What follows belongs to an exercise in optimizing a design on an open flow for small area, a short achievable clock period and few clock cycles per item; a production flow would make more cautious choices.
Function was checked by simulation only, so behaviour that the tests miss may differ from the original.

build 22:
## modular_exponentiation_top
module modular_exponentiation_top #(
  parameter int unsigned EXP_WIDTH = 64
) (
  input  wire          clk_i,
  input  wire          rst_ni,
  input  wire          s_axis_tvalid,
  output logic         s_axis_tready,
  input  wire  [127:0] s_axis_tdata,    
  output logic         m_axis_tvalid,
  input  wire          m_axis_tready,
  output logic [31:0]  m_axis_tdata,    
  input  wire          cfg_valid_i,
  output logic         cfg_ready_o,
  input  wire  [30:0]  cfg_data_i       
);
Size: roughly 1,900 cells after synthesis, roughly 230 flip-flops, about 200 I/O pins, roughly 18,000 µm² of cells after synthesis.
Settings: LEC_CHECK=0, CAP_MARGIN=20, CORE_MARGIN=2, CORE_UTILIZATION=40, PLACE_DENSITY=0.5, SLEW_MARGIN=20; clock period 10.0 ns.
standard.sh (not shown) runs the stock make flow with config.mk's settings and CLKGATE_MAP_FILE= SYNTH_SCRIPT=/design/flow/synth_recipe.tcl, a recipe that flattens the netlist after the stock synthesis.
==> flow/flow/run.sh <==
#!/bin/bash
# Standard ORFS layout (the standard.sh, standard synthesis) with a larger
# setup margin for timing repair; make's output goes to make_finish.log.
set -euo pipefail
bash standard.sh SETUP_SLACK_MARGIN=6 finish > make_finish.log 2>&1
Testbench counts of build 22, summed over its fixed seeds: cycles 179,520, items 192.
### build 22 -> build 13
# build 22
export LEC_CHECK = 0
export CAP_MARGIN = 20
export CORE_MARGIN = 2
export CORE_UTILIZATION = 40
export PLACE_DENSITY = 0.5
export SLEW_MARGIN = 20
create_clock -name core_clock -period 10.0 [get_ports {clk_i}]
# build 13
export LEC_CHECK = 0
export CAP_MARGIN = 20
export CORE_MARGIN = 2
export CORE_UTILIZATION = 40
export SETUP_SLACK_MARGIN = 5
export SLEW_MARGIN = 20
create_clock -name core_clock -period 10.0 [get_ports {clk_i}]
==> flow/run.sh (new file) <==
#!/bin/bash
# synth_recipe.tcl (not shown) runs the flow's synth.tcl, then flattens the netlist and writes it again
# the make line also repeats each setting of config.mk as NAME=value (left out here)
make -C /OpenROAD-flow-scripts/flow DESIGN_CONFIG=/design/flow/config.mk WORK_HOME=/design/flow/orfs CLKGATE_MAP_FILE= SYNTH_SCRIPT=/design/flow/synth_recipe.tcl finish
removed: flow/flow/run.sh
removed: flow/standard.sh
--- outcome ---
Of build 22 and build 13, the run reporting the higher shortest clock period the worst path allows after layout was build 13.
[build 13 vs build 22] number of CTS-inserted buffers: lower in build 13
Changes in build 53 relative to build 13:
# build 13
export LEC_CHECK = 0
export CAP_MARGIN = 20
export CORE_MARGIN = 2
export CORE_UTILIZATION = 40
export SETUP_SLACK_MARGIN = 5
export SLEW_MARGIN = 20
create_clock -name core_clock -period 10.0 [get_ports {clk_i}]
# build 53
export LEC_CHECK = 0
export CAP_MARGIN = 20
export CORE_MARGIN = 2
export CORE_UTILIZATION = 40
export PLACE_DENSITY = 0.75
export SLEW_MARGIN = 20
create_clock -name core_clock -period 10.0 [get_ports {clk_i}]
==> flow/flow/run.sh (new file) <==
#!/bin/bash
# Standard ORFS layout (the standard.sh, standard synthesis) with a larger
# setup margin for timing repair; make's output goes to make_finish.log.
set -euo pipefail
bash standard.sh SETUP_SLACK_MARGIN=6 finish > make_finish.log 2>&1
==> flow/standard.sh (new file) <==
#!/bin/bash
# synth_recipe.tcl (not shown) runs the flow's synth.tcl, then flattens the netlist and writes it again
# the make line also repeats each setting of config.mk as NAME=value (left out here)
make -C /OpenROAD-flow-scripts/flow DESIGN_CONFIG=/design/flow/config.mk WORK_HOME=/design/flow/orfs CLKGATE_MAP_FILE= SYNTH_SCRIPT=/design/flow/synth_recipe.tcl "${@:-finish}"
removed: flow/run.sh
Results
Build 53 ends up with a design area that is 4.8% higher than in build 13.
Diff build 13 -> build 53: worst hold-check slack saw an increase; core utilization increased 2.3 points.
The lower critical path depth came out of build 13.
Wire length was lower in build 13 than in build 53.
Total global-route track usage (higher): build 53
Going from build 13 to build 53, share of the final layout cell area in sequential cells shrank by 1.2 points, time the worst path needs with I/O delays and setup shrank by 320 ps.
Endpoint of the worst setup timing path: s_q[4] -> build 13, s_q[16] -> build 53
For build 7, these inputs were changed with respect to build 53:
# build 53
export LEC_CHECK = 0
export CAP_MARGIN = 20
export CORE_MARGIN = 2
export CORE_UTILIZATION = 40
export PLACE_DENSITY = 0.75
export SLEW_MARGIN = 20
create_clock -name core_clock -period 10.0 [get_ports {clk_i}]
# build 7
export LEC_CHECK = 0
export ABC_AREA = 1
export CAP_MARGIN = 20
export CORE_MARGIN = 2
export CORE_UTILIZATION = 40
export SLEW_MARGIN = 20
create_clock -name core_clock -period 10.0 [get_ports {clk_i}]
Results
- Max pin count of the biggest net entering global routing across build 7 and build 53: build 53
- Wire length grows by a few percent when moving from build 53 to build 7.
- Diff build 53 -> build 7: number of post-CTS setup repair buffers rose by about 100%; gate count after technology mapping increased 304; final cell area excluding filler cells has increased; stage delay of the slowest cell on the critical path saw little to no change.

[re-timing with driven ports]
The flow's constraints put no driver on any port. The routed layouts listed below were extracted and timed again, unchanged, in two steps.
Step 1 (the two cells are an assumption about what drives the block):
set clk [get_ports {clk_i}]
set_driving_cell -lib_cell sky130_fd_sc_hd__clkbuf_16 $clk
set_driving_cell -lib_cell sky130_fd_sc_hd__buf_2 [delete_from_list [all_inputs] $clk]
Step 2 also shifts input and output timing later by t, the mid clock arrival at the registers, as if the neighbouring blocks saw the same clock.
Slacks: no drivers / after step 1 / after step 2; pairs: no drivers / after step 1.
run | t, ns | setup WS [ns] | worst hold slack (ns) | clock arrival spread, ns | slew at the worst register clock pin (ns)
build 22 | 0.611 | 5.732 / 5.732 / 5.587 | 0.472 / 0.472 / 0.472 | 0.020 / 0.019 | 0.06 / 0.06
build 13 | 0.593 | 5.265 / 5.265 / 5.265 | 0.482 / 0.482 / 0.482 | 0.021 / 0.020 | 0.06 / 0.06
build 53 | 0.589 | 5.589 / 5.589 / 5.589 | 0.487 / 0.487 / 0.487 | 0.009 / 0.009 | 0.06 / 0.06
build 7 | 0.609 | 5.860 / 5.860 / 5.467 | 0.428 / 0.428 / 0.428 | 0.015 / 0.015 | 0.06 / 0.06
After both steps setup and hold are still met in every run listed. The setup slack of build 7, which loses most, moves by 0.000 ns with the drivers and by -0.393 ns with both steps.
